This is an optimization exercise on Yosys and OpenROAD, whose aim is a short achievable clock period and few clock cycles per item, not a production implementation. The RTL was checked by simulation tests, not by an equivalence proof against the original design. No driver is modelled on the clock port, so clock power and skew are understated where the tree is cut down; a real chip needs a root buffer or a tree. No activity file was given, so power comes from the tool's default toggle rates.

job 8955:
## core_top
module core_top (
  input  logic    clk,
  input  logic    rst_n,
  input  logic [31:0]       inst,
  output logic [31:0]       pc,
  output logic              retire_valid,
  output logic [4:0]        retire_rd,
  output logic [31:0]       retire_data
);
Settings: LEC_CHECK=0, ABC_CLOCK_PERIOD_IN_PS=3000, CAP_MARGIN=20, CELL_PAD_IN_SITES_DETAIL_PLACEMENT=1, CELL_PAD_IN_SITES_GLOBAL_PLACEMENT=2, CORE_MARGIN=2, CORE_UTILIZATION=55, SLEW_MARGIN=20; clock period 12.0 ns.
standard.sh (not shown) runs the stock make flow with config.mk's settings and CLKGATE_MAP_FILE= SYNTH_SCRIPT=/design/flow/synth_recipe.tcl, a recipe that flattens the netlist after the stock synthesis.
==> flow/flow/run.sh <==
#!/bin/bash
# Standard ORFS layout with two changes:
#  - repair_timing aims below the clock period (setup margin), so the layout
#    is pushed past merely meeting 12 ns;
#  - after the standard CTS stage, the clock tree is rebuilt by mytree.tcl:
#    the clock port drives four root buffers, each feeds three buffers, each
#    of those feeds six leaf buffers, and each leaf drives an equal, compact
#    group of flip-flops (recursive bisection of their positions). The tree
#    is balanced for all flip-flops alike; timing repair (setup and hold)
#    then runs as usual in the global-route stage.
# Each tool's output goes to its own log file in this folder.
set -uo pipefail
VARS="SETUP_SLACK_MARGIN=8.6"
RES=orfs/results/sky130hd/core_top/base

bash standard.sh $VARS cts > make_cts.log 2>&1 || exit 1

IN_ODB=$RES/4_cts.odb IN_SDC=$RES/4_cts.sdc OUT_ODB=$RES/4_cts_tree.odb \
  FANOUT="4 3 6" ROOT_AT_PORT=1 ROOT_PULL=0.5 \
  openroad -no_init -exit flow/mytree.tcl > mytree.log 2>&1 || exit 1
cp $RES/4_cts_tree.odb $RES/4_cts.odb
touch $RES/4_cts.sdc

bash standard.sh $VARS finish > make_finish.log 2>&1
==> flow/flow/mytree.tcl <==
# Rebuild the clock tree: the clock port drives 4 clkbuf_16 buffers, one per
# quadrant of the sinks; each drives the leaf clkbuf_16 buffers of its
# quadrant; each leaf drives a compact group of flip-flops. Groups come from
# recursive bisection of the sink positions, so they are equal in size.
# Env: IN_ODB IN_SDC OUT_ODB NLEAF
set plat /OpenROAD-flow-scripts/flow/platforms/sky130hd
read_liberty $plat/lib/sky130_fd_sc_hd__tt_025C_1v80.lib
read_db $::env(IN_ODB)
read_sdc $::env(IN_SDC)
source $plat/setRC.tcl
set_propagated_clock [all_clocks]
estimate_parasitics -placement
puts "before:"; report_clock_latency

set block [ord::get_db_block]
set db [ord::get_db]
set clk [$block findNet clk]

# optionally move each flip-flop that drives an output port's buffer next to
# that buffer, so the clock-to-output path has no long wire
if {[info exists ::env(MOVE_OUT)] && $::env(MOVE_OUT)} {
  set moved 0
  foreach bt [$block getBTerms] {
    if {[$bt getIoType] != "OUTPUT"} { continue }
    set net [$bt getNet]
    if {$net == "NULL"} { continue }
    set drv ""
    foreach it [$net getITerms] { if {[$it isOutputSignal]} { set drv [$it getInst] } }
    if {$drv == ""} { continue }
    set inet ""
    foreach it [$drv getITerms] { if {[$it isInputSignal]} { set inet [$it getNet] } }
    if {$inet == "" || $inet == "NULL"} { continue }
    set ff ""
    foreach it [$inet getITerms] { if {[$it isOutputSignal]} { set ff [$it getInst] } }
    if {$ff == "" || ![string match "*df*" [[$ff getMaster] getName]]} { continue }
    # only when the flip-flop drives nothing but this buffer
    set qn 0
    foreach it [$ff getITerms] { if {[$it isOutputSignal] && [$it getNet] != "NULL"} { incr qn [llength [[$it getNet] getITerms]] } }
    if {$qn != 2} { continue }
    set loc [$drv getLocation]
    $ff setLocation [lindex $loc 0] [lindex $loc 1]
    incr moved
  }
  puts "moved $moved output flip-flops"
  detailed_placement
}

# remove the existing tree: every buffer/inverter reachable from the clock
# port through clock-tree cells (named clkbuf_* / clkload* by TritonCTS)
set bufs {}
set sinks {}
set oldnets {}
set todo [list $clk]
while {[llength $todo]} {
  set net [lindex $todo 0]
  set todo [lrange $todo 1 end]
  if {$net != $clk} { lappend oldnets $net }
  foreach it [$net getITerms] {
    if {![$it isInputSignal]} { continue }
    set inst [$it getInst]
    set n [$inst getName]
    if {[string match "clkbuf_*" $n] || [string match "clkload*" $n]} {
      lappend bufs $inst
      foreach o [$inst getITerms] {
        if {[$o isOutputSignal] && [$o getNet] != "NULL"} { lappend todo [$o getNet] }
      }
    } else {
      lappend sinks $it
    }
  }
}
puts "removing [llength $bufs] buffers, [llength $sinks] sinks"
foreach s $sinks { $s disconnect }
foreach it [$clk getITerms] { $it disconnect }
foreach inst $bufs { odb::dbInst_destroy $inst }
foreach net [lsort -unique $oldnets] { odb::dbNet_destroy $net }

proc pos {it} { set b [[$it getInst] getBBox]; return [list [expr {([$b xMin]+[$b xMax])/2}] [expr {([$b yMin]+[$b yMax])/2}]] }
# split items into n groups of near-equal size, alternating the cut axis
proc bisect {items n axis} {
  if {$n <= 1} { return [list $items] }
  set keyed {}
  foreach i $items { lappend keyed [list [lindex [pos $i] $axis] $i] }
  set sorted {}
  foreach k [lsort -real -index 0 $keyed] { lappend sorted [lindex $k 1] }
  set na [expr {$n / 2}]
  set h [expr {int(round(double([llength $sorted]) * $na / $n))}]
  set a [lrange $sorted 0 [expr {$h-1}]]
  set b [lrange $sorted $h end]
  return [concat [bisect $a $na [expr {1-$axis}]] [bisect $b [expr {$n-$na}] [expr {1-$axis}]]]
}
proc centroid {its} {
  set sx 0.0; set sy 0.0
  foreach i $its { set p [pos $i]; set sx [expr {$sx + [lindex $p 0]}]; set sy [expr {$sy + [lindex $p 1]}] }
  return [list [expr {int($sx / [llength $its])}] [expr {int($sy / [llength $its])}]]
}
set master [$db findMaster sky130_fd_sc_hd__clkbuf_16]
set mw [$master getWidth]
proc add_buf {name c inet onet} {
  global block master mw
  set b [odb::dbInst_create $block $master $name]
  $b setLocation [expr {[lindex $c 0] - $mw/2}] [lindex $c 1]
  $b setPlacementStatus PLACED
  [$b findITerm A] connect $inet
  [$b findITerm X] connect $onet
  return $b
}
# FANOUT lists the fanout of the port and of each buffer level above the
# leaves, e.g. "4 14": the port drives 4 buffers, each drives 14 leaf
# buffers, and each leaf drives an equal share of the flip-flops.
set fanout [expr {[info exists ::env(FANOUT)] ? $::env(FANOUT) : "4 14"}]
set nb 0
# With ROOT_AT_PORT the first level sits at the clock pin, so the port's own
# net stays short.
set port_xy ""
set pf [expr {[info exists ::env(ROOT_PULL)] ? $::env(ROOT_PULL) : 0.5}]
if {[info exists ::env(ROOT_AT_PORT)] && $::env(ROOT_AT_PORT)} {
  set bt [$block findBTerm clk]
  set bb [$bt getBBox]
  set core [$block getCoreArea]
  set px [expr {max([$core xMin] + 20000, min([$core xMax] - 20000, ([$bb xMin] + [$bb xMax]) / 2))}]
  set py [expr {max([$core yMin] + 20000, min([$core yMax] - 20000, ([$bb yMin] + [$bb yMax]) / 2))}]
  set port_xy [list $px $py]
}
proc build {inet items fans} {
  global block nb port_xy
  set f [lindex $fans 0]
  set groups [bisect $items $f 0]
  foreach g $groups {
    set onet [odb::dbNet_create $block "clknet_t_$nb"]
    $onet setSigType CLOCK
    set c [centroid $g]
    if {$inet eq [$block findNet clk] && $port_xy ne ""} {
      # a quarter of the way from the pin towards the group
      set c [list [expr {int($::pf * [lindex $port_xy 0] + (1.0 - $::pf) * [lindex $c 0])}] [expr {int($::pf * [lindex $port_xy 1] + (1.0 - $::pf) * [lindex $c 1])}]]
    }
    add_buf "clkbuf_t_$nb" $c $inet $onet
    incr nb
    if {[llength $fans] > 1} {
      build $onet $g [lrange $fans 1 end]
    } else {
      foreach s $g { $s connect $onet }
    }
  }
}
build $clk $sinks $fanout
puts "built $nb clock buffers, fanout $fanout"
detailed_placement
check_placement
estimate_parasitics -placement
puts "after:"; report_clock_latency
report_checks -to [all_outputs] -format end
report_checks -from [all_inputs] -format end
report_check_types -max_slew -max_capacitance -violators
# worst clock pin slew
set worst 0
foreach p [get_pins -hierarchical */CLK] {
  set s [get_property $p slew_max]
  if {$s > $worst} { set worst $s }
}
puts "worst clk pin slew $worst"
set worst 0
foreach p [get_pins clkbuf_t_*/A] {
  set s [get_property $p slew_max]
  if {$s > $worst} { set worst $s }
}
puts "worst leaf input slew $worst"
write_db $::env(OUT_ODB)
The final layout from job 8955, which completed every stage, passed the timing, DRC and antenna checks at the end of the flow.
Testbench counts of job 8955, summed over its fixed seeds: cycles 16,032, items 16,000.
--- input diff job 8955..job 4053 ---
Settings: changing CORE_UTILIZATION from 55 to 40.
--- a/flow/flow/run.sh
+++ b/flow/flow/run.sh
@@ -3,10 +3,12 @@
 #  - repair_timing aims below the clock period (setup margin), so the layout
 #    is pushed past merely meeting 12 ns;
+#  - each output port's buffer is placed next to the flip-flop driving it;
 #  - after the standard CTS stage, the clock tree is rebuilt by mytree.tcl:
 #    the clock port drives four root buffers, each feeds three buffers, each
 #    of those feeds six leaf buffers, and each leaf drives an equal, compact
 #    group of flip-flops (recursive bisection of their positions). The tree
-#    is balanced for all flip-flops alike; timing repair (setup and hold)
-#    then runs as usual in the global-route stage.
+#    is balanced for all flip-flops alike. mytree.tcl then runs a setup
+#    repair on placement parasitics; timing repair (setup and hold) runs
+#    again as usual in the global-route stage.
 # Each tool's output goes to its own log file in this folder.
 set -uo pipefail
@@ -17,5 +19,5 @@
 
 IN_ODB=$RES/4_cts.odb IN_SDC=$RES/4_cts.sdc OUT_ODB=$RES/4_cts_tree.odb \
-  FANOUT="4 3 6" ROOT_AT_PORT=1 ROOT_PULL=0.5 \
+  FANOUT="4 3 6" ROOT_AT_PORT=1 ROOT_PULL=0.5 REPAIR_MARGIN=9.0 MOVE_OBUF=1 \
   openroad -no_init -exit flow/mytree.tcl > mytree.log 2>&1 || exit 1
 cp $RES/4_cts_tree.odb $RES/4_cts.odb
--- a/flow/flow/mytree.tcl
+++ b/flow/flow/mytree.tcl
@@ -19,5 +19,5 @@
 # optionally move each flip-flop that drives an output port's buffer next to
 # that buffer, so the clock-to-output path has no long wire
-if {[info exists ::env(MOVE_OUT)] && $::env(MOVE_OUT)} {
+if {([info exists ::env(MOVE_OUT)] && $::env(MOVE_OUT)) || ([info exists ::env(MOVE_OBUF)] && $::env(MOVE_OBUF))} {
   set moved 0
   foreach bt [$block getBTerms] {
@@ -38,6 +38,12 @@
     foreach it [$ff getITerms] { if {[$it isOutputSignal] && [$it getNet] != "NULL"} { incr qn [llength [[$it getNet] getITerms]] } }
     if {$qn != 2} { continue }
-    set loc [$drv getLocation]
-    $ff setLocation [lindex $loc 0] [lindex $loc 1]
+    if {[info exists ::env(MOVE_OBUF)] && $::env(MOVE_OBUF)} {
+      # the output buffer goes next to its flip-flop and drives the wire to the pin
+      set loc [$ff getLocation]
+      $drv setLocation [lindex $loc 0] [lindex $loc 1]
+    } else {
+      set loc [$drv getLocation]
+      $ff setLocation [lindex $loc 0] [lindex $loc 1]
+    }
     incr moved
   }
@@ -150,4 +156,15 @@
 estimate_parasitics -placement
 puts "after:"; report_clock_latency
+# with the new tree in place, a first setup repair on placement parasitics
+# (the global-route stage repairs setup and hold again afterwards)
+if {[info exists ::env(REPAIR_MARGIN)]} {
+  set_dont_use [list sky130_fd_sc_hd__probe_p_8 sky130_fd_sc_hd__probec_p_8 sky130_fd_sc_hd__lpflow_* sky130_fd_sc_hd__clkbuf_* sky130_fd_sc_hd__clkdlybuf* sky130_fd_sc_hd__dlygate* sky130_fd_sc_hd__dlymetal*]
+  puts "before repair: wns [worst_slack -max]"
+  repair_timing -setup -setup_margin $::env(REPAIR_MARGIN) -repair_tns 100 -verbose
+  puts "after repair: wns [worst_slack -max]"
+  detailed_placement
+  check_placement
+  estimate_parasitics -placement
+}
 report_checks -to [all_outputs] -format end
 report_checks -from [all_inputs] -format end
### Flow results
Job 4053 finished all stages; the layout is clean.
Comparing the two runs side by side, job 4053 comes out ahead of job 8955 on post-place setup slack.
The final clock skew of job 4053 is higher than that of job 8955.
Taking job 8955 as the reference, in job 4053 core utilization went down 15 points; clock insertion delay at the later pin of the skew report went up 20 ps; largest fanout on the critical path went down 7; fraction of the cycle the final worst path needs went down 0.27 points.
Modified inputs, job 1018 compared to job 4053
--- a/flow/flow/run.sh
+++ b/flow/flow/run.sh
@@ -19,5 +19,5 @@
 
 IN_ODB=$RES/4_cts.odb IN_SDC=$RES/4_cts.sdc OUT_ODB=$RES/4_cts_tree.odb \
-  FANOUT="4 3 6" ROOT_AT_PORT=1 ROOT_PULL=0.5 REPAIR_MARGIN=9.0 MOVE_OBUF=1 \
+  FANOUT="4 3 6" ROOT_AT_PORT=1 ROOT_PULL=0.5 REPAIR_MARGIN=9.2 MOVE_OBUF=1 \
   openroad -no_init -exit flow/mytree.tcl > mytree.log 2>&1 || exit 1
 cp $RES/4_cts_tree.odb $RES/4_cts.odb
Findings:
In job 1018 relative to job 4053, design area had gone up slightly.
Taking job 4053 as the reference, in job 1018 flop-to-flop setup slack held steady; HPWL after detailed placement held steady.
No run of this note takes its clock network from TritonCTS; it comes from the design's own scripts or RTL.

---

Starting RTL as in the previous note.
==> flow/config.mk <==
export PLATFORM = sky130hd
export DESIGN_NAME = core_top
export DESIGN_NICKNAME = core_top
export VERILOG_FILES = /design/flow/design.v
export SDC_FILE = /design/flow/constraint.sdc
export NUM_CORES = 4
export LEC_CHECK = 0
export ABC_CLOCK_PERIOD_IN_PS = 3000
export CAP_MARGIN = 20
export CELL_PAD_IN_SITES_DETAIL_PLACEMENT = 1
export CELL_PAD_IN_SITES_GLOBAL_PLACEMENT = 2
export CORE_MARGIN = 2
export CORE_UTILIZATION = 40
export SLEW_MARGIN = 20
==> flow/constraint.sdc <==
create_clock -name core_clock -period 12.0 [get_ports {clk}]
set_input_delay 2.4000 -clock core_clock [delete_from_list [all_inputs] [get_ports {clk}]]
set_output_delay 2.4000 -clock core_clock [all_outputs]
set_load 0.01 [all_outputs]
==> flow/flow/run.sh <==
#!/bin/bash
# Standard ORFS layout with two changes:
#  - repair_timing aims below the clock period (setup margin), so the layout
#    is pushed past merely meeting 12 ns;
#  - after the standard CTS stage, the clock tree is rebuilt by mytree.tcl:
#    the clock port drives four root buffers, each feeds three buffers, each
#    of those feeds six leaf buffers, and each leaf drives an equal, compact
#    group of flip-flops (recursive bisection of their positions). The tree
#    is balanced for all flip-flops alike; timing repair (setup and hold)
#    then runs as usual in the global-route stage.
# Each tool's output goes to its own log file in this folder.
set -uo pipefail
VARS="SETUP_SLACK_MARGIN=8.6"
RES=orfs/results/sky130hd/core_top/base

bash standard.sh $VARS cts > make_cts.log 2>&1 || exit 1

IN_ODB=$RES/4_cts.odb IN_SDC=$RES/4_cts.sdc OUT_ODB=$RES/4_cts_tree.odb \
  FANOUT="4 3 6" ROOT_AT_PORT=1 ROOT_PULL=0.5 \
  openroad -no_init -exit flow/mytree.tcl > mytree.log 2>&1 || exit 1
cp $RES/4_cts_tree.odb $RES/4_cts.odb
touch $RES/4_cts.sdc

bash standard.sh $VARS finish > make_finish.log 2>&1
==> flow/flow/mytree.tcl <==
# Rebuild the clock tree: the clock port drives 4 clkbuf_16 buffers, one per
# quadrant of the sinks; each drives the leaf clkbuf_16 buffers of its
# quadrant; each leaf drives a compact group of flip-flops. Groups come from
# recursive bisection of the sink positions, so they are equal in size.
# Env: IN_ODB IN_SDC OUT_ODB NLEAF
set plat /OpenROAD-flow-scripts/flow/platforms/sky130hd
read_liberty $plat/lib/sky130_fd_sc_hd__tt_025C_1v80.lib
read_db $::env(IN_ODB)
read_sdc $::env(IN_SDC)
source $plat/setRC.tcl
set_propagated_clock [all_clocks]
estimate_parasitics -placement
puts "before:"; report_clock_latency

set block [ord::get_db_block]
set db [ord::get_db]
set clk [$block findNet clk]

# optionally move each flip-flop that drives an output port's buffer next to
# that buffer, so the clock-to-output path has no long wire
if {[info exists ::env(MOVE_OUT)] && $::env(MOVE_OUT)} {
  set moved 0
  foreach bt [$block getBTerms] {
    if {[$bt getIoType] != "OUTPUT"} { continue }
    set net [$bt getNet]
    if {$net == "NULL"} { continue }
    set drv ""
    foreach it [$net getITerms] { if {[$it isOutputSignal]} { set drv [$it getInst] } }
    if {$drv == ""} { continue }
    set inet ""
    foreach it [$drv getITerms] { if {[$it isInputSignal]} { set inet [$it getNet] } }
    if {$inet == "" || $inet == "NULL"} { continue }
    set ff ""
    foreach it [$inet getITerms] { if {[$it isOutputSignal]} { set ff [$it getInst] } }
    if {$ff == "" || ![string match "*df*" [[$ff getMaster] getName]]} { continue }
    # only when the flip-flop drives nothing but this buffer
    set qn 0
    foreach it [$ff getITerms] { if {[$it isOutputSignal] && [$it getNet] != "NULL"} { incr qn [llength [[$it getNet] getITerms]] } }
    if {$qn != 2} { continue }
    set loc [$drv getLocation]
    $ff setLocation [lindex $loc 0] [lindex $loc 1]
    incr moved
  }
  puts "moved $moved output flip-flops"
  detailed_placement
}

# remove the existing tree: every buffer/inverter reachable from the clock
# port through clock-tree cells (named clkbuf_* / clkload* by TritonCTS)
set bufs {}
set sinks {}
set oldnets {}
set todo [list $clk]
while {[llength $todo]} {
  set net [lindex $todo 0]
  set todo [lrange $todo 1 end]
  if {$net != $clk} { lappend oldnets $net }
  foreach it [$net getITerms] {
    if {![$it isInputSignal]} { continue }
    set inst [$it getInst]
    set n [$inst getName]
    if {[string match "clkbuf_*" $n] || [string match "clkload*" $n]} {
      lappend bufs $inst
      foreach o [$inst getITerms] {
        if {[$o isOutputSignal] && [$o getNet] != "NULL"} { lappend todo [$o getNet] }
      }
    } else {
      lappend sinks $it
    }
  }
}
puts "removing [llength $bufs] buffers, [llength $sinks] sinks"
foreach s $sinks { $s disconnect }
foreach it [$clk getITerms] { $it disconnect }
foreach inst $bufs { odb::dbInst_destroy $inst }
foreach net [lsort -unique $oldnets] { odb::dbNet_destroy $net }

proc pos {it} { set b [[$it getInst] getBBox]; return [list [expr {([$b xMin]+[$b xMax])/2}] [expr {([$b yMin]+[$b yMax])/2}]] }
# split items into n groups of near-equal size, alternating the cut axis
proc bisect {items n axis} {
  if {$n <= 1} { return [list $items] }
  set keyed {}
  foreach i $items { lappend keyed [list [lindex [pos $i] $axis] $i] }
  set sorted {}
  foreach k [lsort -real -index 0 $keyed] { lappend sorted [lindex $k 1] }
  set na [expr {$n / 2}]
  set h [expr {int(round(double([llength $sorted]) * $na / $n))}]
  set a [lrange $sorted 0 [expr {$h-1}]]
  set b [lrange $sorted $h end]
  return [concat [bisect $a $na [expr {1-$axis}]] [bisect $b [expr {$n-$na}] [expr {1-$axis}]]]
}
proc centroid {its} {
  set sx 0.0; set sy 0.0
  foreach i $its { set p [pos $i]; set sx [expr {$sx + [lindex $p 0]}]; set sy [expr {$sy + [lindex $p 1]}] }
  return [list [expr {int($sx / [llength $its])}] [expr {int($sy / [llength $its])}]]
}
set master [$db findMaster sky130_fd_sc_hd__clkbuf_16]
set mw [$master getWidth]
proc add_buf {name c inet onet} {
  global block master mw
  set b [odb::dbInst_create $block $master $name]
  $b setLocation [expr {[lindex $c 0] - $mw/2}] [lindex $c 1]
  $b setPlacementStatus PLACED
  [$b findITerm A] connect $inet
  [$b findITerm X] connect $onet
  return $b
}
# FANOUT lists the fanout of the port and of each buffer level above the
# leaves, e.g. "4 14": the port drives 4 buffers, each drives 14 leaf
# buffers, and each leaf drives an equal share of the flip-flops.
set fanout [expr {[info exists ::env(FANOUT)] ? $::env(FANOUT) : "4 14"}]
set nb 0
# With ROOT_AT_PORT the first level sits at the clock pin, so the port's own
# net stays short.
set port_xy ""
set pf [expr {[info exists ::env(ROOT_PULL)] ? $::env(ROOT_PULL) : 0.5}]
if {[info exists ::env(ROOT_AT_PORT)] && $::env(ROOT_AT_PORT)} {
  set bt [$block findBTerm clk]
  set bb [$bt getBBox]
  set core [$block getCoreArea]
  set px [expr {max([$core xMin] + 20000, min([$core xMax] - 20000, ([$bb xMin] + [$bb xMax]) / 2))}]
  set py [expr {max([$core yMin] + 20000, min([$core yMax] - 20000, ([$bb yMin] + [$bb yMax]) / 2))}]
  set port_xy [list $px $py]
}
proc build {inet items fans} {
  global block nb port_xy
  set f [lindex $fans 0]
  set groups [bisect $items $f 0]
  foreach g $groups {
    set onet [odb::dbNet_create $block "clknet_t_$nb"]
    $onet setSigType CLOCK
    set c [centroid $g]
    if {$inet eq [$block findNet clk] && $port_xy ne ""} {
      # a quarter of the way from the pin towards the group
      set c [list [expr {int($::pf * [lindex $port_xy 0] + (1.0 - $::pf) * [lindex $c 0])}] [expr {int($::pf * [lindex $port_xy 1] + (1.0 - $::pf) * [lindex $c 1])}]]
    }
    add_buf "clkbuf_t_$nb" $c $inet $onet
    incr nb
    if {[llength $fans] > 1} {
      build $onet $g [lrange $fans 1 end]
    } else {
      foreach s $g { $s connect $onet }
    }
  }
}
build $clk $sinks $fanout
puts "built $nb clock buffers, fanout $fanout"
detailed_placement
check_placement
estimate_parasitics -placement
puts "after:"; report_clock_latency
report_checks -to [all_outputs] -format end
report_checks -from [all_inputs] -format end
report_check_types -max_slew -max_capacitance -violators
# worst clock pin slew
set worst 0
foreach p [get_pins -hierarchical */CLK] {
  set s [get_property $p slew_max]
  if {$s > $worst} { set worst $s }
}
puts "worst clk pin slew $worst"
set worst 0
foreach p [get_pins clkbuf_t_*/A] {
  set s [get_property $p slew_max]
  if {$s > $worst} { set worst $s }
}
puts "worst leaf input slew $worst"
write_db $::env(OUT_ODB)
The first run ran to the end with no violations.
Testbench counts at the start, summed over its fixed seeds: cycles 16,032, items 16,000.
Change:
--- a/flow/flow/run.sh
+++ b/flow/flow/run.sh
@@ -2 +2,3 @@
-# Standard ORFS layout with two changes:
+# Standard ORFS layout with these changes:
+#  - synthesis leaves adders to ABC (no full/half-adder cell extraction);
+#    the registers are the standard synthesis's, unchanged;
@@ -4,0 +7 @@
+#  - each output port's buffer is placed next to the flip-flop driving it;
@@ -13 +16 @@
-VARS="SETUP_SLACK_MARGIN=8.6"
+VARS="SETUP_SLACK_MARGIN=8.6 ADDER_MAP_FILE="
@@ -19 +22 @@
-  FANOUT="4 3 6" ROOT_AT_PORT=1 ROOT_PULL=0.5 \
+  FANOUT="4 3 6" ROOT_AT_PORT=1 ROOT_PULL=0.5 MOVE_OBUF=1 \
--- a/flow/flow/mytree.tcl
+++ b/flow/flow/mytree.tcl
@@ -21 +21 @@
-if {[info exists ::env(MOVE_OUT)] && $::env(MOVE_OUT)} {
+if {([info exists ::env(MOVE_OUT)] && $::env(MOVE_OUT)) || ([info exists ::env(MOVE_OBUF)] && $::env(MOVE_OBUF))} {
@@ -40,2 +40,8 @@
-    set loc [$drv getLocation]
-    $ff setLocation [lindex $loc 0] [lindex $loc 1]
+    if {[info exists ::env(MOVE_OBUF)] && $::env(MOVE_OBUF)} {
+      # the output buffer goes next to its flip-flop and drives the wire to the pin
+      set loc [$ff getLocation]
+      $drv setLocation [lindex $loc 0] [lindex $loc 1]
+    } else {
+      set loc [$drv getLocation]
+      $ff setLocation [lindex $loc 0] [lindex $loc 1]
+    }
What happened: The new run went through all stages and came out clean; via count increases slightly; first-iteration DRC count falls by roughly a tenth; hold slack gets better by 0.012 ns; sequential cell count is unchanged; global-route usage falls by 0.40 points.
Change:
--- a/flow/flow/run.sh
+++ b/flow/flow/run.sh
@@ -2,3 +2 @@
-# Standard ORFS layout with these changes:
-#  - synthesis leaves adders to ABC (no full/half-adder cell extraction);
-#    the registers are the standard synthesis's, unchanged;
+# Standard ORFS layout with two changes:
@@ -7 +4,0 @@
-#  - each output port's buffer is placed next to the flip-flop driving it;
@@ -12,2 +9,3 @@
-#    is balanced for all flip-flops alike; timing repair (setup and hold)
-#    then runs as usual in the global-route stage.
+#    is balanced for all flip-flops alike. mytree.tcl then runs a setup
+#    repair on placement parasitics; timing repair (setup and hold) runs
+#    again as usual in the global-route stage.
@@ -16 +14 @@
-VARS="SETUP_SLACK_MARGIN=8.6 ADDER_MAP_FILE="
+VARS="SETUP_SLACK_MARGIN=8.6"
@@ -22 +20 @@
-  FANOUT="4 3 6" ROOT_AT_PORT=1 ROOT_PULL=0.5 MOVE_OBUF=1 \
+  FANOUT="4 3 6" ROOT_AT_PORT=1 ROOT_PULL=0.5 REPAIR_MARGIN=8.8 \
--- a/flow/flow/mytree.tcl
+++ b/flow/flow/mytree.tcl
@@ -157,0 +158,11 @@
+# with the new tree in place, a first setup repair on placement parasitics
+# (the global-route stage repairs setup and hold again afterwards)
+if {[info exists ::env(REPAIR_MARGIN)]} {
+  set_dont_use [list sky130_fd_sc_hd__probe_p_8 sky130_fd_sc_hd__probec_p_8 sky130_fd_sc_hd__lpflow_* sky130_fd_sc_hd__clkbuf_* sky130_fd_sc_hd__clkdlybuf* sky130_fd_sc_hd__dlygate* sky130_fd_sc_hd__dlymetal*]
+  puts "before repair: wns [worst_slack -max]"
+  repair_timing -setup -setup_margin $::env(REPAIR_MARGIN) -repair_tns 100 -verbose
+  puts "after repair: wns [worst_slack -max]"
+  detailed_placement
+  check_placement
+  estimate_parasitics -placement
+}
CAP_MARGIN = 50   (was 20)
SLEW_MARGIN = 70   (was 20)
What happened: Core utilization goes up by 2.8 points; register-to-register slack improved by 0.09 ns; global-route usage went up by 0.83 points; power fell by 0.47%; worst setup slack improves by 0.078 ns; combinational power decreases by about 1%; sequential share of layout area fell by 2.1 points.
No run of this note takes its clock network from TritonCTS; it comes from the design's own scripts or RTL.

port drivers added, routing unchanged:
No port has a modelled driver above. Below, the same layouts with a new extraction and two added sets of constraints.
Step 1, drivers: a clkbuf_16 drives clk and a buf_2 each remaining input, both assumed.
Step 2 also shifts input and output timing later by t, the mid clock arrival at the registers, as if the neighbouring blocks saw the same clock.
a / b / c = no drivers / after step 1 / after step 2; a / b = the first two.
| run | t (ns) | slack for setup (ns) | worst setup path at the end | worst register clock-pin slew, ns | worst data-port slew with drivers (ns) |
|---|---|---|---|---|---|
| job 8955 | 0.658 | 8.499 / 8.430 / 8.158 | input to register | 0.10 / 0.10 | 0.05 |
| job 4053 | 0.680 | 8.531 / 8.400 / 8.289 | input to register | 0.10 / 0.10 | 0.06 |
| job 1018 | 0.678 | 8.525 / 8.397 / 8.301 | input to register | 0.10 / 0.10 | 0.06 |
| the first run of note 2 | 0.676 | 8.508 / 8.382 / 8.140 | input to register | 0.10 / 0.10 | 0.05 |
| the second run of note 2 | 0.683 | 8.427 / 8.389 / 8.173 | input to register | 0.11 / 0.11 | 0.13 |
| the third run of note 2 | 0.661 | 8.505 / 8.399 / 8.177 | input to register | 0.10 / 0.10 | 0.06 |
After both steps setup and hold are still met in every run listed. The setup slack of the first run of note 2, which loses most, moves by -0.126 ns with the drivers and by -0.368 ns with both steps.
